This design comes from an exercise in tuning for small area and a short achievable clock period on the open sky130 flow, not from production work.
In this exercise RTL edits were held to simulation tests only and were not proved equivalent to the original.
Power and IR drop assume default switching activity.

`design.v`:
```
package mem_pkg;
  localparam int unsigned DEF_DATA_WIDTH = 32;
  localparam int unsigned DEF_DEPTH      = 64;
  localparam int unsigned DEF_ADDR_WIDTH = 6;
  typedef enum logic [0:0] {
    CLEAR = 1'b0,
    READY = 1'b1
  } state_e;
  function automatic logic byte_parity(input logic [7:0] b);
    byte_parity = ^b;
  endfunction
endpackage
module mem_clear_seq
#(
  parameter int unsigned DEPTH      = mem_pkg::DEF_DEPTH,
  parameter int unsigned ADDR_WIDTH = mem_pkg::DEF_ADDR_WIDTH
) (
  input  logic clock,
  input  logic reset,
  output logic busy,
  output logic clr
);
  logic [ADDR_WIDTH-1:0] cnt_q;
  logic                  last_c;
  logic                  busy_q;
  logic                  done_q;
  assign last_c = (cnt_q == ADDR_WIDTH'(DEPTH - 1));
  always_ff @(posedge clock or negedge reset) begin
    if (!reset) begin
      cnt_q  <= '0;
      busy_q <= 1'b1;
      done_q <= 1'b0;
    end else begin
      cnt_q <= cnt_q + ADDR_WIDTH'(1);
      if (last_c) begin
        busy_q <= 1'b0;
        done_q <= 1'b1;
      end
    end
  end
  assign busy = busy_q;
  assign clr  = ~done_q;
endmodule
module memory_module_param
#(
  parameter int unsigned DATA_WIDTH = mem_pkg::DEF_DATA_WIDTH,
  parameter int unsigned DEPTH      = mem_pkg::DEF_DEPTH,
  parameter int unsigned ADDR_WIDTH = mem_pkg::DEF_ADDR_WIDTH
) (
  input  logic                    clock,
  input  logic                    reset,
  input  logic [DATA_WIDTH-1:0]   data,
  input  logic [ADDR_WIDTH-1:0]   address,
  input  logic                    rE,
  input  logic                    wE,
  input  logic [DATA_WIDTH/8-1:0] byteEn,
  output logic [DATA_WIDTH-1:0]   dataOut,
  output logic                    dataValid,
  output logic                    busy
);
  localparam int unsigned NB = DATA_WIDTH / 8;
  logic                  busy_c;
  logic                  clr_c;
  logic [DATA_WIDTH-1:0] mem_q [DEPTH];
  logic [DATA_WIDTH-1:0] dataOut_q;
  logic                  dataValid_q;
  mem_clear_seq #(
    .DEPTH     (DEPTH),
    .ADDR_WIDTH(ADDR_WIDTH)
  ) u_clear_seq (
    .clock(clock),
    .reset(reset),
    .busy (busy_c),
    .clr  (clr_c)
  );
  logic [63:0] sel_c   [NB];
  logic [63:0] sel_n_c [NB];
  for (genvar b = 0; b < NB; b++) begin : g_dec
    mem_word_dec u_dec (
      .address(address),
      .sel    (sel_c[b]),
      .sel_n  (sel_n_c[b])
    );
  end
  logic [NB-1:0] be_c;
  logic [NB-1:0] be_n_c;
  always_comb begin
    for (int b = 0; b < NB; b++) begin
      be_c[b]   = wE & byteEn[b] & ~clr_c;
      be_n_c[b] = ~be_c[b];
    end
  end
  for (genvar w = 0; w < 64; w++) begin : g_word
    for (genvar b = 0; b < NB; b++) begin : g_byte
      logic wen_c, hold_c;
      mem_nor2  u_wen  (.a(sel_n_c[b][w]), .b(be_n_c[b]), .y(wen_c));
      assign hold_c = ~((sel_c[b][w] & be_c[b]) | clr_c);
      for (genvar j = 0; j < 8; j++) begin : g_bit
        logic d_c;
        mem_bit_sel u_sel (
          .a1(wen_c),
          .a2(data[8*b+j]),
          .b1(hold_c),
          .b2(mem_q[w][8*b+j]),
          .y (d_c)
        );
        always_ff @(posedge clock) mem_q[w][8*b+j] <= d_c;
      end
    end
  end
  logic [DATA_WIDTH-1:0] rd_c;
  for (genvar i = 0; i < DATA_WIDTH; i++) begin : g_rd
    logic [31:0] p_n;
    logic [7:0]  q_c;
    logic [3:0]  r_n;
    for (genvar g = 0; g < 32; g++) begin : g_grp
      assign p_n[g] = ~((sel_c[i/8][2*g] & mem_q[2*g][i]) | (sel_c[i/8][2*g+1] & mem_q[2*g+1][i]));
    end
    for (genvar k = 0; k < 8; k++) begin : g_q
      mem_nand4 u_q (.a(p_n[4*k]), .b(p_n[4*k+1]), .c(p_n[4*k+2]), .d(p_n[4*k+3]), .y(q_c[k]));
    end
    for (genvar k = 0; k < 4; k++) begin : g_r
      mem_nor2 u_r (.a(q_c[2*k]), .b(q_c[2*k+1]), .y(r_n[k]));
    end
    mem_nand4 u_rd (.a(r_n[0]), .b(r_n[1]), .c(r_n[2]), .d(r_n[3]), .y(rd_c[i]));
  end
  always_ff @(posedge clock) begin
    dataOut_q <= rd_c;
  end
  always_ff @(posedge clock or negedge reset) begin
    if (!reset) dataValid_q <= 1'b0;
    else        dataValid_q <= rE & ~clr_c;
  end
  assign dataOut   = dataOut_q;
  assign dataValid = dataValid_q;
  assign busy      = busy_c;
endmodule
module mem_word_dec (
  input  logic [5:0]  address,
  output logic [63:0] sel,
  output logic [63:0] sel_n
);
  logic [7:0] pa, pb;
  always_comb begin
    for (int k = 0; k < 8; k++) begin
      pa[k] = (address[2:0] == 3'(k));
      pb[k] = (address[5:3] == 3'(k));
    end
  end
  for (genvar w = 0; w < 64; w++) begin : g_sel
    mem_nand2 u_seln (.a(pa[w%8]), .b(pb[w/8]), .y(sel_n[w]));
    mem_inv   u_sel  (.a(sel_n[w]), .y(sel[w]));
  end
endmodule
module mem_bit_sel (
  input  logic a1, a2, b1, b2,
  output logic y
);
  assign y = (a1 & a2) | (b1 & b2);
endmodule
module mem_a21oi (
  input  logic a1, a2, b1,
  output logic y
);
  assign y = ~((a1 & a2) | b1);
endmodule
module mem_inv (
  input  logic a,
  output logic y
);
  assign y = ~a;
endmodule
module mem_nand2 (
  input  logic a, b,
  output logic y
);
  assign y = ~(a & b);
endmodule
module mem_nand4 (
  input  logic a, b, c, d,
  output logic y
);
  assign y = ~(a & b & c & d);
endmodule
module mem_nor2 (
  input  logic a, b,
  output logic y
);
  assign y = ~(a | b);
endmodule
```
`constraint.sdc`:
```
create_clock -name core_clock -period 4.0 [get_ports {clock}]
set_input_delay 0.8000 -clock core_clock [delete_from_list [all_inputs] [get_ports {clock}]]
set_output_delay 0.8000 -clock core_clock [all_outputs]
set_load 0.01 [all_outputs]
```
`config.mk`:
```
export PLATFORM = sky130hd
export DESIGN_NAME = memory_module_param
export DESIGN_NICKNAME = memory_module_param
export VERILOG_FILES = /design/flow/design.v
export SDC_FILE = /design/flow/constraint.sdc
export NUM_CORES = 4
export LEC_CHECK = 0
export CAP_MARGIN = 20
export CORE_MARGIN = 2
export CORE_UTILIZATION = 50
export CTS_BUF_LIST = sky130_fd_sc_hd__clkbuf_16
export CTS_CLUSTER_DIAMETER = 60
export CTS_CLUSTER_SIZE = 24
export GPL_TIMING_DRIVEN = 0
export PLACE_DENSITY = 0.6
export SETUP_SLACK_MARGIN = 2.0
export SLEW_MARGIN = 20
export SYNTH_HIERARCHICAL = 1
export SYNTH_MINIMUM_KEEP_SIZE = 0
export TNS_END_PERCENT = 20
```
`run.sh`:
```
#!/bin/bash
# synth_recipe.tcl (not shown) runs the flow's synth.tcl, then flattens the netlist and writes it again
# the make line also repeats each setting of config.mk as NAME=value (left out here)
make -C /OpenROAD-flow-scripts/flow DESIGN_CONFIG=/design/flow/config.mk WORK_HOME=/design/flow/orfs CLKGATE_MAP_FILE= SYNTH_SCRIPT=/design/flow/synth_recipe.tcl finish
```
==> results of run 1 <==
[registers in the layout (all words and copies together) (netlist names)]
register	cells
dataOut_q	32
dataValid_q	1
mem_q	2048
u_clear_seq.busy_q	1
u_clear_seq.cnt_q	6
u_clear_seq.done_q	1
[layout by cell type, fill, tap and decap left out, types with 9 or more instances in the layout]
cell,synthesis,layout
sky130_fd_sc_hd__buf_2,28,84
sky130_fd_sc_hd__clkinvlp_4,0,15
sky130_fd_sc_hd__clkinv_4,0,10
sky130_fd_sc_hd__and3b_4,0,16
sky130_fd_sc_hd__nor2_2,1,125
sky130_fd_sc_hd__a22o_1,2048,2048
sky130_fd_sc_hd__nor3b_4,0,24
sky130_fd_sc_hd__a22oi_1,1024,804
sky130_fd_sc_hd__nand2_2,0,72
sky130_fd_sc_hd__clkinv_2,0,13
sky130_fd_sc_hd__buf_1,51,15
sky130_fd_sc_hd__a31oi_1,70,54
sky130_fd_sc_hd__inv_1,258,256
sky130_fd_sc_hd__clkbuf_1,210,33
sky130_fd_sc_hd__buf_12,0,35
sky130_fd_sc_hd__buf_6,44,94
sky130_fd_sc_hd__buf_4,1,154
sky130_fd_sc_hd__inv_8,0,18
sky130_fd_sc_hd__inv_6,0,25
sky130_fd_sc_hd__buf_16,0,37
sky130_fd_sc_hd__nor2_1,384,167
sky130_fd_sc_hd__clkinv_8,0,10
sky130_fd_sc_hd__a22oi_2,0,220
sky130_fd_sc_hd__clkbuf_4,8,24
sky130_fd_sc_hd__nand2_1,258,172
sky130_fd_sc_hd__clkdlybuf4s15_1,0,10
sky130_fd_sc_hd__dfxtp_2,0,9
sky130_fd_sc_hd__dlygate4sd2_1,0,22
sky130_fd_sc_hd__clkbuf_2,0,104
sky130_fd_sc_hd__a31oi_2,186,196
sky130_fd_sc_hd__nor2_4,0,93
sky130_fd_sc_hd__nand4_1,288,288
sky130_fd_sc_hd__bufinv_16,0,10
sky130_fd_sc_hd__dfxtp_1,2080,2070
sky130_fd_sc_hd__clkbuf_16,0,164
sky130_fd_sc_hd__nand2_4,0,13
[layout make-up]
type                       count  area share [%]
clock buffer                 155           4.184
sequential                  2089           45.18
inverter                     258           1.045
multi-input combinational   4338           39.07
timing repair buffer         292           4.025
clock inverter               112           1.330
antenna                        1        0.002700
buffer                       342           2.397
tap                         2044           2.759
[layer usage]
metal	GRT usage [%]	vias up	wire (um)
li1	-	29140	-
met1	49.10	32050	122700
met2	48.22	3029	119200
met3	5.347	494	24790
met4	12.59	4	11470
met5	0	-	22
[modules after synthesis (local to each module, per instance), excerpt]
module / cells inside / cell area (sq um)
mem_inv: 1 / 3.754
mem_nand2: 1 / 3.754
memory_module_param: 3708 / 53840
mem_bit_sel: 1 / 8.758
mem_word_dec: 16 / 130.1
mem_nor2: 1 / 3.754
mem_nand4: 1 / 6.256
[cells by family (layout without fill, tap and decap cells)]
kind of cell             count (synthesis)  after routing
AO/OA/AOI/OAI                         3328           3328
XOR/XNOR                                 4              4
adder cells (fa/ha/maj)                  1              1
buffers and inverters                  600           1159
flip-flops                            2089           2089
other                                    0              1
AND/OR/NAND/NOR                       1005           1005
[power by group through the flow]
stage	Clock, mW	Sequential (mW)	Combinational, mW
floorplan	0	21.3	0.296
finish	16.3	20.8	1.50
global placement	0	21.3	1.10
CTS	16.5	20.8	1.35
global route	17.3	20.8	1.52
detailed placement	0	21.3	1.21
[worst paths after layout]
path                            slack (ns)                             end                            from
worst max-delay path                  1.73            dataOut_q[0]$_DFF_P_                      address[3]
worst min-delay path                  0.28  u_clear_seq.cnt_q[0]$_DFF_PN0_                           reset
worst max register to register        1.91            mem_q[8][18]$_DFF_P_  u_clear_seq.done_q$_DFFE_PN0N_
worst min register to register        0.47  u_clear_seq.cnt_q[5]$_DFF_PN0_  u_clear_seq.cnt_q[5]$_DFF_PN0_
max in group asynchronous             3.39  u_clear_seq.busy_q$_DFFE_PN1N_                           reset
min in group core_clock               0.46           mem_q[41][26]$_DFF_P_                        data[26]
[metrics by stage]
step / total power [mW] / std cells / utilization [%]
floorplan: 21.56 / 7027 / -
global placement: 22.37 / 9145 / 52.57
detailed placement: 22.48 / 9217 / 53.39
CTS: 38.64 / 9548 / 58.20
global route: 39.59 / 9630 / 60.10
finish: 38.59 / 9631 / 60.10
[critical path: stages]
cell and delay [ns]:
sky130_fd_sc_hd__buf_16 0.13, sky130_fd_sc_hd__buf_16 0.17, sky130_fd_sc_hd__buf_4 0.15, sky130_fd_sc_hd__nor3b_4 0.15, sky130_fd_sc_hd__buf_12 0.14, sky130_fd_sc_hd__nand2_1 0.07
sky130_fd_sc_hd__inv_1 0.04, sky130_fd_sc_hd__clkbuf_1 0.21, sky130_fd_sc_hd__a22oi_1 0.33, sky130_fd_sc_hd__nand4_1 0.13, sky130_fd_sc_hd__nor2_1 0.30, sky130_fd_sc_hd__nand4_1 0.23
[what timing repair did]
action | in CTS | in global routing
buffers inserted | 59 | 69
pin swaps | 42 | 124
resized for setup | 539 | 821
cloned | 5 | 13
setup endpoints to repair | 2114 | 2074
==> impl.org, run 1 <==
** Synth
- The number of different library cells used by synthesis comes to 31.
- Yosys warns :: 13
- Counting instances in the post-synthesis netlist gives the leading cell types as sky130_fd_sc_hd__dfxtp_1 (2080), sky130_fd_sc_hd__a22o_1 (2048), sky130_fd_sc_hd__a22oi_1 (1024).
- Counting flops with a built-in enable in the synthesized netlist gives 0.
- For this run, asynchronously set or reset flops after synthesis account for 0.4308%.
- Summing the areas of all compound-gate instances in the mapped netlist gives 36.51% of the synthesized area.
- The synthesized design spends more area on one cell type than any other, namely sky130_fd_sc_hd__dfxtp_1.
- Most used standard cell by instance count after synthesis :: sky130_fd_sc_hd__dfxtp_1
- The mapped netlist covers 77760 sq um.
- Area share of and/or/nand/nor cells after synthesis :: 6.182%
- Summing the areas of all fa, ha and maj instances in the mapped netlist gives 0.01609% of the synthesized area.
- Counting flops and latches in the post-synthesis netlist gives 2089.
- XOR/XNOR share of the synthesized area :: 0.04505%
- Dividing the synthesized area by the synthesized cell count gives 11.07 sq um.
- Proportion of synthesized chip area in sequential cells :: 53.84%
- After synthesis, the largest area contributor takes up 53.55% of total cell area.
- By area, the combinational part of the netlist is dominated by compound AO/OA/AOI/OAI gates.
- Largest cells by area after synthesis :: sky130_fd_sc_hd__dfxtp_1 (54%), sky130_fd_sc_hd__a22o_1 (23%), sky130_fd_sc_hd__a22oi_1 (9.9%)
- Synthesis produced 7027 cells.
- Synthesized net count :: 7074
- Mux share of post-synthesis cell area :: 0%
- The most used flip-flop cell after synthesis is sky130_fd_sc_hd__dfxtp_1.

** Placed design
- Placed wire-length estimate after detailed placement :: 172100 um
- RD Place Congestion :: 0.8879
- Placed Instance Area :: 82340 sq um
- The count of buffers added on input and output ports is 74.
- Pre-CTS WS :: 0.08168 ns

** Timing
- After layout, the worst path uses 56.68% of the clock period.
- Derived from the worst setup path, the maximum achievable clock frequency is 441.1 MHz.
- Worst hold margin :: 0.2836 ns
- Final Hold Vio Count :: 0
- Adding up every negative setup slack in the final design gives 0 ns.
- Total of endpoints with negative setup slack in the final report :: 0
- Counting I/O delays and the setup requirement, the final critical path takes 2.267 ns.
- In this run the tightest slew margin relative to its limit is 41.82%.
- For the pin with the worst max-slew slack, the measured transition is 0.8727 ns.
- Largest clock skew in the final design :: 0.02285 ns
- RSZ-0062 raised after global routing :: yes
- Across all setup checks in the final design, the least slack found is 1.733 ns.
- Fin. max-slew vios :: 0

** Worst hold path
- Path category of the worst min-delay check :: in -> async

** Flow run
- Max cap viols :: 0

** Route
- The count of nets left with antenna violations once routing finished came out at 0.
- Drt initial violations :: 8366
- The routed layout has 64710 vias.
- Wire per inst :: 28.89 um
- The routed design has 278200 um of wire.
- Drc violations :: 0
- Routed via count divided by cell count :: 6.719
- For this run, the detailed router's first-pass iteration total came to 8.

** Clock network
- Post-CTS clock slew at the launch and capture registers of the worst setup and hold paths :: 0.08 ns
- In this run the number of H-tree levels came out at 4.
- Later-pin clock latency in the skew report :: 0.80 ns
- Clock tree synthesis found a total of 2089 sinks.
- TritonCTS built the clock tree.
- Counting along the longest clock path gives a buffer depth of 3.
- For this design, the CTS-stage hold fixing added 0 buffers.
- Num CTS Buffers :: 145
- Clock root buffer :: sky130_fd_sc_hd__clkbuf_16

** Setup path
- STA classifies the critical path endpoint as a register.
- Critical path class :: in -> reg
- Worst Reg-to-Reg Cells :: 8
- Maximum fanout along the worst path :: 9
- Worst path arrival time :: 2.89 ns
- STA puts the critical path data required time at 4.62 ns.
- STA classifies the critical path startpoint as an input port.

** Layout
- In the final layout, flip-flops and latches occupy 41880 sq um.
- Share of post-route cells with drive strength above 1 :: 21.36%
- In the final design database the tool counted 7513 nets.
- Summing all non-filler instances in the final layout gives an area of 92690 sq um.
- Layout filler cell count :: 12830
- Relative to the synthesized area, the layout overhead comes to 19.20%.
- Combined area of the multi-input logic cells :: 36220 sq um

** Global route
- Number of global-route vias before repair :: 60100
- Global routing consumed, over all layers together, 33.17% of the routing resources.
- Sum of overflow across all layers after global routing :: 0
- Antenna violations before repair :: 7
- Global-route wire length before repair :: 403100 um
- Largest net degree at the start of global routing :: 52

** Floorplanning
- Initial standard-cell utilization of the core :: 50.42%
- Vert. Die Dim :: 398.4 um
- Rows :: 144
- The die covers 158700 sq um.
- The die is 398.4 um wide.
- 80 I/O pins were placed.
- Area of the core region :: 154200 sq um

** Power
- Cell area power density :: 416.3 nW/um^2
- Leakage power figure :: 35.61 nW
- Share of power burned in the clock network :: 42.3%
- Net switching is 24.34% of the power.
- Cell internal power dissipation :: 29.20 mW
- Combinational share of power :: 3.9%
- IR analysis of the VDD net gives a maximum drop of 449.9 uV.
- Net switching power figure :: 9.390 mW
- Proportion of power drawn by flip-flops and latches :: 53.8%

** Status
- The flow ran to the end and the layout has no timing, DRC or antenna violations.
==> run 2, diff against run 1 <==
--- a/config.mk
+++ b/config.mk
@@ -9,3 +9,3 @@
 export CORE_MARGIN = 2
-export CORE_UTILIZATION = 50
+export CORE_UTILIZATION = 45
 export CTS_BUF_LIST = sky130_fd_sc_hd__clkbuf_16
@@ -14,4 +14,4 @@
 export GPL_TIMING_DRIVEN = 0
-export PLACE_DENSITY = 0.6
-export SETUP_SLACK_MARGIN = 2.0
+export PLACE_DENSITY = 0.55
+export SETUP_SLACK_MARGIN = 1.9
 export SLEW_MARGIN = 20
==> impl.org, run 2 <==
** Status
- Run status :: finished clean

** Timing
- The clock tree skew after final layout came to 0.02797 ns (+0.005121 ns).
- RSZ-0062 raised after global routing :: yes
- The worst slew slack as a fraction of its limit was 44.37% (+2.6 points).
- Fin. max-slew vios :: 0 (unchanged)
- Slew of the pin with the lowest slew margin :: 0.8305 ns (-0.04218 ns)
- Total negative slack :: 0 ns (unchanged)
- Final Hold Vio Count :: 0 (unchanged)
- The time the final worst path needs with I/O delays and setup was 2.360 ns (+0.09260 ns).
- The final cycle utilization of the critical path is 58.99% (+2.3 points).
- The number of setup violations in the final report is 0 (unchanged).
- Top achievable clock speed :: 423.8 MHz (-3.9%)

** Floorplanning
- The core footprint came to 171700 sq um (+11%).
- Die X :: 419.7 um (+5.4%)
- The die span in y came to 419.7 um (+5.4%).
- The starting utilization of the core area is 45.28% (-5.1 points).
- The area of the die came to 176100 sq um (+11%).
- The site row count was 152 (+5.6%).
- The number of top-level pins was 80 (unchanged).

** Synth
- Mux share of post-synthesis cell area :: 0% (unchanged)
- In the synthesized netlist, the cells that appear most often are sky130_fd_sc_hd__dfxtp_1 (2080), sky130_fd_sc_hd__a22o_1 (2048), sky130_fd_sc_hd__a22oi_1 (1024).
- The share of flip-flops with an asynchronous set or reset came to 0.4308% (unchanged).
- The fraction of the mapped netlist area in simple logic gates came to 6.182% (unchanged).
- Adder-cell share of the synthesized area :: 0.01609% (unchanged)
- The fraction of the mapped netlist area in compound gates is 36.51% (unchanged).
- Average cell area after synthesis :: 11.07 sq um (unchanged)
- The instance count of the mapped netlist is 7027 (unchanged).
- The distinct cell type count of the synthesized netlist came to 31 (unchanged).
- The mapped cell area was 77760 sq um (unchanged).
- Largest cells by area after synthesis :: sky130_fd_sc_hd__dfxtp_1 (54%), sky130_fd_sc_hd__a22o_1 (23%), sky130_fd_sc_hd__a22oi_1 (9.9%)
- The synthesized net count came to 7074 (unchanged).
- The number of synthesized flops with an enable pin is 0 (unchanged).
- Cell type with the largest total area after synthesis :: sky130_fd_sc_hd__dfxtp_1
- Yosys warns :: 13 (unchanged)
- Proportion of synthesized chip area in sequential cells :: 53.84% (unchanged)
- Area share of the largest cell type after synthesis :: 53.55% (unchanged)
- Number of synthesized register bits :: 2089 (unchanged)
- Yosys instantiated no cell more often than sky130_fd_sc_hd__dfxtp_1.
- By area, the combinational part of the netlist is dominated by compound AO/OA/AOI/OAI gates.
- Among all flip-flop cells after synthesis, the most frequent one is sky130_fd_sc_hd__dfxtp_1.
- XOR/XNOR share of the synthesized area :: 0.04505% (unchanged)

** Power
- Leakage power figure :: 34.37 nW (-3.5%)
- The worst vdd rail ir drop was 384.4 uV (-15%).
- Proportion of power drawn by flip-flops and latches :: 53.6% (-0.2 points)
- The total internal power is 29.43 mW (+0.79%).
- Total power consumption of the routed design :: 38.74 mW (+0.40%)
- The combinational cell fraction of total power was 3.6% (-0.3 points).
- Cell area power density :: 428.6 nW/um^2 (+3.0%)
- Share of power burned in the clock network :: 42.8% (+0.5 points)
- The switching share of total power came to 24.04% (-0.30 points).
- Net switching power figure :: 9.313 mW (-0.82%)

** Layout
- The fraction of final layout cells with drive strength greater than 1 was 15.41% (-5.9 points).
- Post-synthesis to final-layout area growth :: 16.24%
- The flip-flop count of the largest register, all copies and words added was 2048 (unchanged).
- Layout filler cell count :: 15160 (+18%)
- The total number of nets in the final design is 7435 (-1.0%).
- Most common cell after layout, fill and taps aside :: sky130_fd_sc_hd__dfxtp_1
- The largest registers in the layout are mem_q: 2048 flops, dataOut_q: 32 flops, u_clear_seq.cnt_q: 6 flops.
- Most used cells in the layout excluding fill and tap cells :: sky130_fd_sc_hd__dfxtp_1 (2067), sky130_fd_sc_hd__a22o_1 (2048), sky130_fd_sc_hd__a22oi_1 (943), sky130_fd_sc_hd__nand4_1 (288), sky130_fd_sc_hd__inv_1 (266)
- Register name with the most flops :: mem_q

** Route
- The post-detailed-route count of antenna-violating nets is 0 (unchanged).
- The remaining design rule violation count is 0 (unchanged).
- The total wirelength of the detailed-routed design came to 280300 um (+0.73%).
- Wire per inst :: 28.53 um (-1.2%)
- Routed via count divided by cell count :: 6.535 (-2.7%)
- Total vias in the final route :: 64200 (-0.79%)
- The first-iteration detailed-routing DRC count came to 7743 (-7.4%).
- Number of iterations in the first detailed-routing pass :: 8 (unchanged)

** Global route
- The via count of the first global-routing pass is 60020 (-0.15%).
- The first-pass GRT wire length came to 410700 um (+1.9%).
- Largest net degree at the start of global routing :: 51 (-1.9%)
- Global-route total usage across every layer :: 30.67% (-2.5 points)
- Sum of overflow across all layers after global routing :: 0 (unchanged)
- The initial antenna violation count was 8 (+1).

** Setup path
- Required time at the worst-slack endpoint :: 4.63 ns (about the same)
- Critical path class :: in -> reg
- The depth of the worst register-to-register path is 9 (+1).
- In this run the critical register-to-register path is captured at mem_q[31][6]$_DFF_P_.
- The most numerous cell type found on the critical path is sky130_fd_sc_hd__nand4_1.
- Worst path arrival time :: 2.99 ns (+0.10 ns)
- Chain of cells forming the critical path :: buf_12 > bufbuf_16 > and3b_2 > nand2_1 > inv_1 > buf_2 > a22oi_1 > nand4_1 > nor2_2 > nand4_1
- STA classifies the critical path startpoint as an input port.
- The delay of the slowest cell on the worst path was 0.33 ns (about the same).
- The startpoint identified for the worst register-to-register timing path is u_clear_seq.done_q$_DFFE_PN0N_.
- The worst setup path is captured at a register.
- The worst reg-to-reg setup slack came to 1.76 ns (-0.15 ns).
- Master of the slowest instance on the critical path :: sky130_fd_sc_hd__bufbuf_16
- Maximum fanout along the worst path :: 13 (+4)

** Placed design
- The last weighted congestion value of the routability-driven placer was 0.8762 (-1.3%).
- The count of buffers from port buffering came to 74 (unchanged).
- The HPWL after detailed placement was 178600 um (+3.8%).

** Clock network
- The clock edge transition at the registers on the reported setup and hold paths is 0.08 ns (about the same).
- Clock root buffer :: sky130_fd_sc_hd__clkbuf_16
- Later-pin clock latency in the skew report :: 0.83 ns (+0.03 ns)
- Bufs on Longest Clock Path :: 3 (unchanged)
- The number of levels the H-tree was split into was 4 (unchanged).
- TritonCTS built the clock tree.
- The total clock sinks is 2089 (unchanged).
- The clock buffer count from CTS came to 149 (+2.8%).

** Worst hold path
- In this run the worst hold path is classified as in -> async.

** Flow run
- Max cap viols :: 0 (unchanged)
-- run 2: cell type report --
type / instances / area [sq um] / share of cell area (%)
Sequential cell: 2089 / 41880 / 46.33
Multi-Input combinational cell: 4338 / 34830 / 38.53
Clock buffer: 158 / 3954 / 4.374
Tap cell: 2310 / 2890 / 3.197
Timing Repair Buffer: 210 / 2775 / 3.070
Buffer: 342 / 1844 / 2.040
Clock inverter: 112 / 1230 / 1.361
Inverter: 258 / 968.4 / 1.071
Antenna cell: 7 / 17.52 / 0.01938
-- run 2: metal layers --
| layer | global-route usage [%] | vias to the layer above | part of all wire, % | wire (um) |
|---|---|---|---|---|
| met5 | 0 | - | 0 | 0 |
| met4 | 10.05 | 0 | 3.5 | 9696 |
| met3 | 5.589 | 455 | 7.9 | 22130 |
| met2 | 44.59 | 2834 | 43 | 119100 |
| met1 | 45.46 | 31910 | 46 | 129300 |
| li1 | - | 29000 | - | - |
-- run 2: logic make-up after synthesis --
kind of cell	Yosys count
and+or+nand+nor	1005
DFF	2089
buffers and inverters	600
adders and majority gates	1
AOI/OAI and AO/OA	3328
xor gates and xnor gates	4
-- run 2: worst max-delay path: cells and delay by family --
family,cells,cell delay (ns)
AND/OR/NAND/NOR,5,1.18
AO/OA/AOI/OAI,1,0.25
buffers and inverters,4,0.72
-- run 2: stage by stage --
stage | instance area [sq um] | hold slack [ns] | instances | setup slack (ns) | util, %
3_5_place_dp | 82740 | 0.4484 | 9487 | 0.1465 | 48.18
6_report | 90390 | 0.2525 | 9824 | 1.640 | 52.64
3_3_place_gp | 81400 | 0.4523 | 9411 | -2.137 | 47.40
5_1_grt | 90390 | 0.2612 | 9822 | 1.688 | 52.63
2_1_floorplan | 77770 | 0.4113 | 7027 | 0.7793 | -
4_1_cts | 89390 | 0.2262 | 9802 | 1.688 | 52.05
-- run 2: worst max path at each step --
| stage | start | endpoint | slack [ns] |
|---|---|---|---|
| after floorplan | wE | mem_q[62][16]$_DFF_P_ | 0.78 |
| after global placement | address[4] | mem_q[8][12]$_DFF_P_ | -2.14 |
| after detailed placement | address[1] | mem_q[34][4]$_DFF_P_ | 0.15 |
| after CTS | u_clear_seq.busy_q$_DFFE_PN1N_ | busy | 1.69 |
| after global routing | u_clear_seq.done_q$_DFFE_PN0N_ | mem_q[17][8]$_DFF_P_ | 1.69 |
| final | address[3] | dataOut_q[9]$_DFF_P_ | 1.64 |
-- run 2: power by group through the flow --
stage | Clock (mW) | Combinational, mW | Sequential (mW)
finish | 16.6 | 1.39 | 20.8
detailed placement | 0 | 1.24 | 21.3
CTS | 16.8 | 1.33 | 20.8
floorplan | 0 | 0.296 | 21.3
global route | 17.7 | 1.41 | 20.8
global placement | 0 | 1.12 | 21.3
-- run 2: per-module statistics from Yosys (local to each module, per instance), excerpt --
module	cell area [sq um]	flops+latches
mem_bit_sel	8.758	0
mem_word_dec	130.1	0
mem_inv	3.754	0
mem_nand4	6.256	0
memory_module_param	53840	2081
mem_nor2	3.754	0
mem_nand2	3.754	0
-- run 2: what timing repair did --
item                                    in CTS  in global routing
hold buffers                                 0                  0
pin swaps                                   20                 29
gates resized for setup                    312                338
cloned                                       6                  1
endpoints found under the setup margin    2114               2042
setup buffers                               39                 14
==> run 3, diff against run 2 <==
--- a/config.mk
+++ b/config.mk
@@ -7,5 +7,5 @@
 export LEC_CHECK = 0
-export CAP_MARGIN = 20
+export CAP_MARGIN = 10
 export CORE_MARGIN = 2
-export CORE_UTILIZATION = 45
+export CORE_UTILIZATION = 50
 export CTS_BUF_LIST = sky130_fd_sc_hd__clkbuf_16
@@ -14,5 +14,5 @@
 export GPL_TIMING_DRIVEN = 0
-export PLACE_DENSITY = 0.55
+export PLACE_DENSITY = 0.6
 export SETUP_SLACK_MARGIN = 1.9
-export SLEW_MARGIN = 20
+export SLEW_MARGIN = 10
 export SYNTH_HIERARCHICAL = 1
==> impl.org, run 3 <==
** Route
- Wire length reported by the detailed router :: 277500 um (-1.0%)
- The remaining design rule violation count was 0 (unchanged).
- The post-detailed-route count of antenna-violating nets is 0 (unchanged).
- The per-cell routed wire length was 28.95 um (+1.5%).
- The average via count per standard cell is 6.744 (+3.2%).
- Total vias in the final route :: 64640 (+0.68%)
- The first-iteration detailed-routing DRC count came to 8116 (+4.8%).
- Number of iterations in the first detailed-routing pass :: 6 (-2)

** Floorplanning
- Rows :: 144 (-5.3%)
- Initial standard-cell utilization of the core :: 50.42% (+5.1 points)
- Top-level port count :: 80 (unchanged)
- Die area :: 158700 sq um (-9.9%)
- The width of the chip is 398.4 um (-5.1%).
- Vert. Die Dim :: 398.4 um (-5.1%)
- Area of the core region :: 154200 sq um (-10%)

** Synth
- The yosys synthesis warning count is 13 (unchanged).
- Primary flip-flop cell chosen by synthesis mapping :: sky130_fd_sc_hd__dfxtp_1
- Proportion of synthesized chip area in sequential cells :: 53.84% (unchanged)
- Synthesized net count :: 7074 (unchanged)
- Sorting the synthesized cells by how often they occur yields sky130_fd_sc_hd__dfxtp_1 (2080), sky130_fd_sc_hd__a22o_1 (2048), sky130_fd_sc_hd__a22oi_1 (1024).
- Most used standard cell by instance count after synthesis :: sky130_fd_sc_hd__dfxtp_1
- Cell type with the largest total area after synthesis :: sky130_fd_sc_hd__dfxtp_1
- By area the synthesized netlist is led by sky130_fd_sc_hd__dfxtp_1 (54%), sky130_fd_sc_hd__a22o_1 (23%), sky130_fd_sc_hd__a22oi_1 (9.9%).
- Number of enable-type register cells in the synthesized netlist :: 0 (unchanged)
- Post-synth ARST share :: 0.4308% (unchanged)
- Area share of the largest cell type after synthesis :: 53.55% (unchanged)
- Number of synthesized register bits :: 2089 (unchanged)
- The instance count of the mapped netlist was 7027 (unchanged).
- The synthesized area per cell is 11.07 sq um (unchanged).
- The distinct cell type count of the synthesized netlist was 31 (unchanged).
- The mapped cell area is 77760 sq um (unchanged).

** Timing
- The final max-slew violation count was 0 (unchanged).
- Final Hold Vio Count :: 0 (unchanged)
- The time the final worst path needs with I/O delays and setup is 2.302 ns (-0.05792 ns).
- The worst slew slack as a fraction of its limit was 42.27% (-2.1 points).
- Total negative slack :: 0 ns (unchanged)
- RSZ-0062 raised after global routing :: yes
- The slew of the pin with the lowest slew margin was 0.8660 ns (+0.03546 ns).
- Top achievable clock speed :: 434.4 MHz (+2.5%)
- The final cycle utilization of the critical path is 57.55% (-1.4 points).
- Largest clock skew in the final design :: 0.02254 ns (-0.005428 ns)
- Smallest setup slack after layout :: 1.698 ns (+0.05792 ns)
- The number of setup violations in the final report came to 0 (unchanged).

** Setup path
- The depth of the worst register-to-register path came to 8 (-1).
- In this run the critical register-to-register path is launched from u_clear_seq.done_q$_DFFE_PN0N_.
- Following the worst setup path forward leads to its endpoint at dataOut_q[10]$_DFF_P_.
- Maximum fanout along the worst path :: 9 (-4)
- Worst path arrival time :: 2.93 ns (-0.06 ns)
- CP Capture Type :: register
- The worst reg-to-reg setup slack came to 1.80 ns (+0.04 ns).
- STA classifies the critical path startpoint as an input port.
- The required arrival time at the worst endpoint was 4.63 ns (about the same).
- Worst Setup SP :: address[5]
- Worst r2r dst :: mem_q[13][13]$_DFF_P_
- The critical path is of the in -> reg type.

** Clock network
- The tree is rooted in a sky130_fd_sc_hd__clkbuf_16.
- The clock buffer count from CTS came to 145 (-2.7%).
- Bufs on Longest Clock Path :: 3 (unchanged)
- The total clock sinks is 2089 (unchanged).
- The clock network latency to the later pin of the worst-skew pair came to 0.80 ns (-0.03 ns).
- The clock edge transition at the registers on the reported setup and hold paths was 0.09 ns (about the same).
- TritonCTS clock tree :: built
- The number of levels the H-tree was split into was 4 (unchanged).

** Placed design
- RD Place Congestion :: 0.8879 (+1.3%)
- The count of buffers from port buffering came to 74 (unchanged).
- The worst slack at placement is 0.1807 ns (+0.03420 ns).
- The HPWL after detailed placement was 170800 um (-4.4%).

** Power
- The switching share of total power came to 24.31% (+0.27 points).
- The combinational cell fraction of total power came to 3.8% (+0.2 points).
- The static leakage power came to 35.34 nW (+2.8%).
- The worst vdd rail ir drop came to 474.6 uV (+23%).
- Total power consumption of the routed design :: 38.84 mW (+0.26%)
- Share of power burned in the clock network :: 42.7% (about the same)
- The sequential cell fraction of total power is 53.5% (about the same).
- Cell area power density :: 422.8 nW/um^2 (-1.3%)
- The total internal power is 29.40 mW (about the same).
- Net switching power figure :: 9.440 mW (+1.4%)

** Worst hold path
- The worst hold path belongs to the class in -> async.

** Layout
- Relative to the synthesized area, the layout overhead comes to 18.13%.
- The fraction of final layout cells with drive strength greater than 1 came to 19.86% (+4.4 points).
- The total number of nets in the final design came to 7464 (+0.39%).
- Ranked by flip-flop count, first place goes to mem_q.
- Leaving out fill and tap cells, the most frequent cell in the layout is sky130_fd_sc_hd__dfxtp_1.
- Max reg flops :: 2048 (unchanged)
- End-of-flow core utilization :: 59.56% (+6.9 points)
- Most used cells in the layout excluding fill and tap cells :: sky130_fd_sc_hd__dfxtp_1 (2071), sky130_fd_sc_hd__a22o_1 (2048), sky130_fd_sc_hd__a22oi_1 (819), sky130_fd_sc_hd__nand4_1 (288), sky130_fd_sc_hd__inv_1 (258)
- The largest registers in the layout are mem_q: 2048 flops, dataOut_q: 32 flops, u_clear_seq.cnt_q: 6 flops.

** Status
- The run finished with no timing, DRC or antenna violations.

** Global route
- Sum of overflow across all layers after global routing :: 0 (unchanged)
- The via count of the first global-routing pass came to 60450 (+0.73%).
- The initial antenna violation count was 6 (-2).
- The largest net degree at the start of global routing came to 55 (+7.8%).
- The total global routing track utilization came to 33.35% (+2.7 points).
- The first-pass GRT wire length is 405000 um (-1.4%).

** Flow run
- The count of maximum capacitance violations was 0 (unchanged).
==> run 3: worst min path at each step <==
stage,from,to,cells after the start
after detailed placement,u_clear_seq.cnt_q[5]$_DFF_PN0_,u_clear_seq.cnt_q[5]$_DFF_PN0_,1
after floorplan,u_clear_seq.done_q$_DFFE_PN0N_,u_clear_seq.done_q$_DFFE_PN0N_,2
after global routing,reset,u_clear_seq.cnt_q[0]$_DFF_PN0_,1
after global placement,mem_q[25][21]$_DFF_P_,mem_q[25][21]$_DFF_P_,1
final,reset,u_clear_seq.cnt_q[0]$_DFF_PN0_,1
after CTS,reset,u_clear_seq.cnt_q[0]$_DFF_PN0_,1
==> run 3: timing repair <==
item                                    in CTS  in global routing
gates resized for setup                    543                598
buffers inserted                            51                 41
hold buffers                                 0                  0
endpoints found under the setup margin    2114               2046
pin swaps                                   45                115
cloned                                       6                  3
==> run 3: critical path: stages <==
cell                      delay (ns)
sky130_fd_sc_hd__buf_12         0.13
sky130_fd_sc_hd__buf_16         0.15
sky130_fd_sc_hd__buf_16         0.18
sky130_fd_sc_hd__nor3b_4        0.19
sky130_fd_sc_hd__buf_12         0.15
sky130_fd_sc_hd__nand2_4        0.07
sky130_fd_sc_hd__inv_1          0.05
sky130_fd_sc_hd__buf_4          0.16
sky130_fd_sc_hd__a22oi_1        0.25
sky130_fd_sc_hd__nand4_1        0.26
sky130_fd_sc_hd__nor2_1         0.29
sky130_fd_sc_hd__nand4_1        0.22
==> run 3: Yosys stat by module, one instance, submodules excluded, a selection <==
module	area, sq um	cells inside	copies in the design	flip-flops and latches
mem_nand2	3.754	1	256	0
mem_nand4	6.256	1	288	0
mem_nor2	3.754	1	384	0
mem_inv	3.754	1	256	0
mem_bit_sel	8.758	1	2048	0
memory_module_param	53840	3708	1	2081
mem_word_dec	130.1	16	4	0
==> run 3: power groups by stage <==
stage          Sequential [mW]  Combinational, mW  Clock (mW)
2_1_floorplan             21.3              0.296           0
3_3_place_gp              21.3               1.10           0
3_5_place_dp              21.3               1.22           0
4_1_cts                   20.8               1.36        16.8
5_1_grt                   20.8               1.49        17.6
6_report                  20.8               1.47        16.6
==> run 3: layout make-up <==
type / instances / area [sq um]
multi-input combinational: 4338 / 35800
tap: 2044 / 2557
clock inverter: 114 / 1354
buffer: 342 / 2135
inverter: 258 / 968.4
clock buffer: 155 / 3879
sequential: 2089 / 41880
fill: 12930 / 62360
timing repair buffer: 243 / 3287
antenna: 2 / 5.005
==> run 3: layer usage <==
layer	GRT usage, %	up-vias	wire (um)
li1	-	29070	-
met1	48.68	31910	122600
met2	48.29	3105	116900
met3	6.008	551	24880
met4	13.81	4	13100
met5	0	-	34
==> run 3: cells by family (layout without fill, tap and decap cells) <==
| family | Yosys count | after routing | synth area share, % |
|---|---|---|---|
| fa+ha+maj | 1 | 1 | 0.01609 |
| compound gates | 3328 | 3328 | 36.51 |
| other cells | 0 | 2 | 0 |
| xor+xnor | 4 | 4 | 0.04506 |
| flops | 2089 | 2089 | 53.84 |
| buf+inv | 600 | 1112 | 3.410 |
| simple gates | 1005 | 1005 | 6.182 |
==> run 3: per-stage QoR <==
stage	instances	area (sq um)	hold slack, ns
floorplan	7027	77770	0.4113
global placement	9145	81070	0.4524
detailed placement	9213	82440	0.4516
CTS	9539	89950	0.2702
global route	9583	91860	0.2928
finish	9585	91860	0.2871
==> run 4, diff against run 3 <==
--- a/design.v
+++ b/design.v
@@ -95,4 +95,11 @@
       logic wen_c, hold_c;
-      mem_nor2  u_wen  (.a(sel_n_c[b][w]), .b(be_n_c[b]), .y(wen_c));
-      assign hold_c = ~((sel_c[b][w] & be_c[b]) | clr_c);
+      mem_we u_we (
+        .sel  (sel_c[b][w]),
+        .sel_n(sel_n_c[b][w]),
+        .be   (be_c[b]),
+        .be_n (be_n_c[b]),
+        .clr  (clr_c),
+        .wen  (wen_c),
+        .hold (hold_c)
+      );
       for (genvar j = 0; j < 8; j++) begin : g_bit
@@ -112,10 +119,12 @@
   for (genvar i = 0; i < DATA_WIDTH; i++) begin : g_rd
-    logic [31:0] p_n;
     logic [7:0]  q_c;
     logic [3:0]  r_n;
-    for (genvar g = 0; g < 32; g++) begin : g_grp
-      assign p_n[g] = ~((sel_c[i/8][2*g] & mem_q[2*g][i]) | (sel_c[i/8][2*g+1] & mem_q[2*g+1][i]));
-    end
     for (genvar k = 0; k < 8; k++) begin : g_q
-      mem_nand4 u_q (.a(p_n[4*k]), .b(p_n[4*k+1]), .c(p_n[4*k+2]), .d(p_n[4*k+3]), .y(q_c[k]));
+      mem_rd8 u_q (
+        .s ({sel_c[i/8][8*k+7], sel_c[i/8][8*k+6], sel_c[i/8][8*k+5], sel_c[i/8][8*k+4],
+             sel_c[i/8][8*k+3], sel_c[i/8][8*k+2], sel_c[i/8][8*k+1], sel_c[i/8][8*k]}),
+        .d ({mem_q[8*k+7][i], mem_q[8*k+6][i], mem_q[8*k+5][i], mem_q[8*k+4][i],
+             mem_q[8*k+3][i], mem_q[8*k+2][i], mem_q[8*k+1][i], mem_q[8*k][i]}),
+        .y (q_c[k])
+      );
     end
@@ -154,2 +163,13 @@
 endmodule
+module mem_rd8 (
+  input  logic [7:0] s,
+  input  logic [7:0] d,
+  output logic       y
+);
+  logic [3:0] p_n;
+  for (genvar g = 0; g < 4; g++) begin : g_p
+    assign p_n[g] = ~((s[2*g] & d[2*g]) | (s[2*g+1] & d[2*g+1]));
+  end
+  assign y = ~&p_n;
+endmodule
 module mem_bit_sel (
@@ -160,7 +180,8 @@
 endmodule
-module mem_a21oi (
-  input  logic a1, a2, b1,
-  output logic y
-);
-  assign y = ~((a1 & a2) | b1);
+module mem_we (
+  input  logic sel, sel_n, be, be_n, clr,
+  output logic wen, hold
+);
+  assign wen  = ~(sel_n | be_n);
+  assign hold = ~((sel & be) | clr);
 endmodule
--- a/config.mk
+++ b/config.mk
@@ -7,3 +7,3 @@
 export LEC_CHECK = 0
-export CAP_MARGIN = 10
+export CAP_MARGIN = 20
 export CORE_MARGIN = 2
@@ -16,3 +16,3 @@
 export SETUP_SLACK_MARGIN = 1.9
-export SLEW_MARGIN = 10
+export SLEW_MARGIN = 20
 export SYNTH_HIERARCHICAL = 1
==> impl.org, run 4 <==
** Status
- The flow ran to the end and the layout has no timing, DRC or antenna violations.

** Placed design
- The HPWL after detailed placement is 154200 um (-9.7%).
- Number of buffer cells added on primary ports :: 79 (+6.8%)
- The worst slack at placement came to 0.1940 ns (+0.01326 ns).
- The placed cell area is 80680 sq um (-2.1%).
- RD Place Congestion :: 0.8715 (-1.8%)

** Timing
- The number of setup violations in the final report came to 0 (unchanged).
- The final cycle utilization of the critical path was 61.13% (+3.6 points).
- The time the final worst path needs with I/O delays and setup came to 2.445 ns (+0.1435 ns).
- Smallest setup slack after layout :: 1.555 ns (-0.1435 ns)
- Worst slew margin relative to its limit :: 34.36% (-7.9 points)
- The clock tree skew after final layout was 0.02898 ns (+0.006437 ns).
- The final count of hold timing violations was 0 (unchanged).
- RSZ-0062 raised after global routing :: yes
- Slew of the pin with the lowest slew margin :: 0.9846 ns (+0.1186 ns)
- Top achievable clock speed :: 408.9 MHz (-5.9%)
- Fin. max-slew vios :: 0 (unchanged)

** Flow run
- Max cap viols :: 0 (unchanged)

** Synth
- The share of synthesized area occupied by flip-flops and latches is 55.39% (+1.5 points).
- Largest cells by area after synthesis :: sky130_fd_sc_hd__dfxtp_1 (55%), sky130_fd_sc_hd__a22o_1 (24%), sky130_fd_sc_hd__a22oi_1 (10%)
- The share of flip-flops with an asynchronous set or reset is 0.4308% (unchanged).
- Yosys warns :: 13 (unchanged)
- The number of synthesized register bits is 2089 (unchanged).
- Cell type with the largest total area after synthesis :: sky130_fd_sc_hd__dfxtp_1
- Average cell area after synthesis :: 11.30 sq um (+2.1%)
- Most used standard cell by instance count after synthesis :: sky130_fd_sc_hd__dfxtp_1
- The number of synthesized flops with an enable pin is 0 (unchanged).
- The synthesized net count came to 6736 (-4.8%).
- The distinct cell type count of the synthesized netlist was 25 (-19%).
- By count the netlist is led by sky130_fd_sc_hd__dfxtp_1 (2080), sky130_fd_sc_hd__a22o_1 (2048), sky130_fd_sc_hd__a22oi_1 (1024).
- The portion of synthesized cell area occupied by the leading cell type is 55.09% (+1.5 points).
- The instance count of the mapped netlist is 6689 (-4.8%).
- Post-synthesis cell area :: 75590 sq um (-2.8%)
- Primary flip-flop cell chosen by synthesis mapping :: sky130_fd_sc_hd__dfxtp_1

** Floorplanning
- The site row count came to 142 (-1.4%).
- Die area :: 154300 sq um (-2.8%)
- Die X :: 392.8 um (-1.4%)
- The core footprint came to 150000 sq um (-2.8%).
- Initial standard-cell utilization of the core :: 50.41% (about the same)
- Top-level port count :: 80 (unchanged)
- The die span in y is 392.8 um (-1.4%).

** Setup path
- The worst setup path is launched from a register.
- The worst setup path is of the reg -> reg kind.
- Worst r2r dst :: mem_q[54][7]$_DFF_P_
- Tracing the worst setup path back leads to its startpoint at u_clear_seq.done_q$_DFFE_PN0N_.
- The most critical setup path has its endpoint at mem_q[54][7]$_DFF_P_.
- Required time at the worst-slack endpoint :: 4.74 ns (+0.11 ns)
- The worst endpoint data arrival time was 3.18 ns (+0.25 ns).
- The worst reg-to-reg setup slack was 1.55 ns (-0.25 ns).
- Source of the worst register-to-register timing path :: u_clear_seq.done_q$_DFFE_PN0N_
- Worst Reg-to-Reg Cells :: 11 (+3)
- CP Capture Type :: register
- Maximum fanout along the worst path :: 8 (-1)

** Route
- The per-cell routed wire length is 27.23 um (-6.0%).
- Antenna Nets Post-Route :: 0 (unchanged)
- Drc violations :: 0 (unchanged)
- The count of vias placed by the detailed router came to 62930 (-2.6%).
- The iteration count of the initial detailed-routing pass came to 7 (+1).
- The first-iteration detailed-routing DRC count is 6978 (-14%).
- Routed via count divided by cell count :: 6.718 (-0.38%)
- Wire length reported by the detailed router :: 255000 um (-8.1%)

** Global route
- The total overflow reported by the global router is 0 (unchanged).
- Number of global-route vias before repair :: 58190 (-3.8%)
- Antenna violations before repair :: 3 (-3)
- Global-route wire length before repair :: 375100 um (-7.4%)
- Global-route total usage across every layer :: 31.14% (-2.2 points)
- The largest net degree at the start of global routing came to 52 (-5.5%).

** Layout
- Most common cell after layout, fill and taps aside :: sky130_fd_sc_hd__dfxtp_1
- The fraction of final layout cells with drive strength greater than 1 came to 19.10% (-0.75 points).
- Net count, final :: 7274 (-2.5%)
- The final design instance area without fill is 91830 sq um (about the same).
- mem_q holds more flip-flops than any other register.
- The area growth from synthesis to layout is 21.48%.
- Regs by FF count :: mem_q: 2048 flops, dataOut_q: 32 flops, u_clear_seq.cnt_q: 6 flops
- Most used cells in the layout excluding fill and tap cells :: sky130_fd_sc_hd__dfxtp_1 (2073), sky130_fd_sc_hd__a22o_1 (2048), sky130_fd_sc_hd__a22oi_1 (930), sky130_fd_sc_hd__nand4_1 (288), sky130_fd_sc_hd__nand2_1 (237)
- Max reg flops :: 2048 (unchanged)
- End-of-flow core utilization :: 61.24% (+1.7 points)

** Clock network
- TritonCTS clock tree :: built
- The total clock sinks came to 2089 (unchanged).
- The clock edge transition at the registers on the reported setup and hold paths was 0.07 ns (-0.02 ns).
- The number of levels the H-tree was split into is 4 (unchanged).
- Clock root buffer :: sky130_fd_sc_hd__clkbuf_16
- Hold buffer count at CTS :: 0 (unchanged)
- Bufs on Longest Clock Path :: 3 (unchanged)
- The clock network latency to the later pin of the worst-skew pair is 0.80 ns (about the same).
- Num CTS Buffers :: 146 (+0.69%)

** Worst hold path
- The path class of the tightest hold or removal check is in -> async.

** Power
- Peak ir drop on the vdd network :: 488.0 uV (+2.8%)
- Leakage power figure :: 34.58 nW (-2.2%)
- Cell area power density :: 414.6 nW/um^2 (-1.9%)
-- run 4: cell count changes after synthesis, sizes merged --
cell	change
a31oi	-256
a21oi	+256
buf	-124
and3b	+4
clkbuf	-218
-- run 4: cell type report --
| class | instances | area (sq um) |
|---|---|---|
| multi-input cells | 4343 | 35720 |
| diodes | 1 | 2.502 |
| repair inverters | 3 | 15.01 |
| inverters | 258 | 1033 |
| flip-flops and latches | 2089 | 41880 |
| well taps | 2016 | 2522 |
| repair buffers | 386 | 5579 |
| clock buffers | 149 | 3729 |
| clock inverters | 122 | 1353 |
| fillers | 12310 | 58120 |
-- run 4: timing repair --
item                                    4_1_cts  5_1_grt
cloned                                       28       14
pin swaps                                   444      228
endpoints found under the setup margin     2114     2114
buffers inserted                             48      124
resized for setup                           468      460
-- run 4: logic make-up after synthesis --
kind of cell             after synthesis  synth area share, %
AO/OA/AOI/OAI                       3328                36.87
flip-flops                          2089                55.39
XOR/XNOR                               4              0.04635
adder cells (fa/ha/maj)                1              0.01655
AND/OR/NAND/NOR                     1009                6.406
buffers and inverters                258                1.281
-- run 4: power by group --
part / switching [mW] / leakage, nW / internal, mW / total [mW]
clock network: 8.26 / 2.46 / 7.90 / 16.2
registers: 0 / 16.9 / 20.8 / 20.8
logic: 0.869 / 15.3 / 0.272 / 1.14
-- run 4: critical path, cell delays in order (launching register included) --
cell,delay (ns)
sky130_fd_sc_hd__dfrtp_1,0.37
sky130_fd_sc_hd__clkinvlp_4,0.17
sky130_fd_sc_hd__buf_12,0.18
sky130_fd_sc_hd__buf_16,0.13
sky130_fd_sc_hd__buf_16,0.14
sky130_fd_sc_hd__nand3b_1,0.26
sky130_fd_sc_hd__buf_6,0.26
sky130_fd_sc_hd__buf_12,0.14
sky130_fd_sc_hd__buf_12,0.15
sky130_fd_sc_hd__buf_16,0.16
sky130_fd_sc_hd__nor2_4,0.21
sky130_fd_sc_hd__a22o_1,0.18
-- run 4: per-module statistics from Yosys (local to each module, per instance), excerpt --
module,cells inside,flip-flops and latches,area (sq um)
mem_nand4,1,0,6.256
mem_we,2,0,12.51
mem_word_dec,16,0,130.1
memory_module_param,2090,2081,41740
mem_inv,1,0,3.754
mem_nand2,1,0,3.754
mem_nor2,1,0,3.754
mem_rd8,5,0,36.28
mem_bit_sel,1,0,8.758
-- run 4: worst min path at each step --
stage	startpoint	endpoint	slack, ns	depth (start not counted)
3_3_place_gp	mem_q[13][23]$_DFF_P_	mem_q[13][23]$_DFF_P_	0.45	1
4_1_cts	reset	u_clear_seq.cnt_q[1]$_DFF_PN0_	0.27	1
2_1_floorplan	u_clear_seq.cnt_q[5]$_DFF_PN0_	u_clear_seq.cnt_q[5]$_DFF_PN0_	0.43	1
5_1_grt	reset	u_clear_seq.cnt_q[1]$_DFF_PN0_	0.31	1
3_5_place_dp	u_clear_seq.cnt_q[5]$_DFF_PN0_	u_clear_seq.cnt_q[5]$_DFF_PN0_	0.45	1
6_report	reset	u_clear_seq.cnt_q[1]$_DFF_PN0_	0.29	1
-- run 4: through the flow --
stage               cells  setup TNS (ns)  hold slack [ns]  power (mW)
floorplan            6689        -6891.40           0.4337       21.42
global placement     8784               -           0.4519       22.11
detailed placement   8881               0           0.4527       22.23
CTS                  9228               0           0.2693       38.18
global route         9366               0           0.3115       39.18
finish               9367               0           0.2921       38.08
-- run 4: per-layer routing --
metal | track usage, % | routed length, um
met1 | 47.13 | 116900
met2 | 46.03 | 110500
met3 | 4.412 | 20610
met4 | 8.269 | 7041
met5 | 0 | 9

## port drivers added, routing unchanged
How much do the figures lean on ideal ports? The routed layouts below were timed once more, with nothing changed but the port constraints.
Step 1 sets driving cells, clkbuf_16 on the clock port and buf_2 on the other inputs (assumed; they add their load-dependent delay and slew).
Step 2 also shifts input and output timing later by t, the mid clock arrival at the registers, as if the neighbouring blocks saw the same clock.
a / b / c = no drivers / after step 1 / after step 2; a / b = the first two.
run | t, ns | setup slack, ns | worst data-port slew with drivers (ns) | cell pins on the clock port's net
run 1 | 0.871 | 1.733 / 1.620 / 0.749 | 0.40 | 1
run 2 | 0.915 | 1.640 / 1.607 / 0.692 | 0.15 | 1
run 3 | 0.873 | 1.698 / 1.661 / 0.788 | 0.33 | 1
run 4 | 0.859 | 1.555 / 1.555 / 0.794 | 0.20 | 1
After both steps every run listed still meets setup and hold. The setup slack of run 1, which loses most, moves by -0.113 ns with the drivers and by -0.984 ns with both steps.
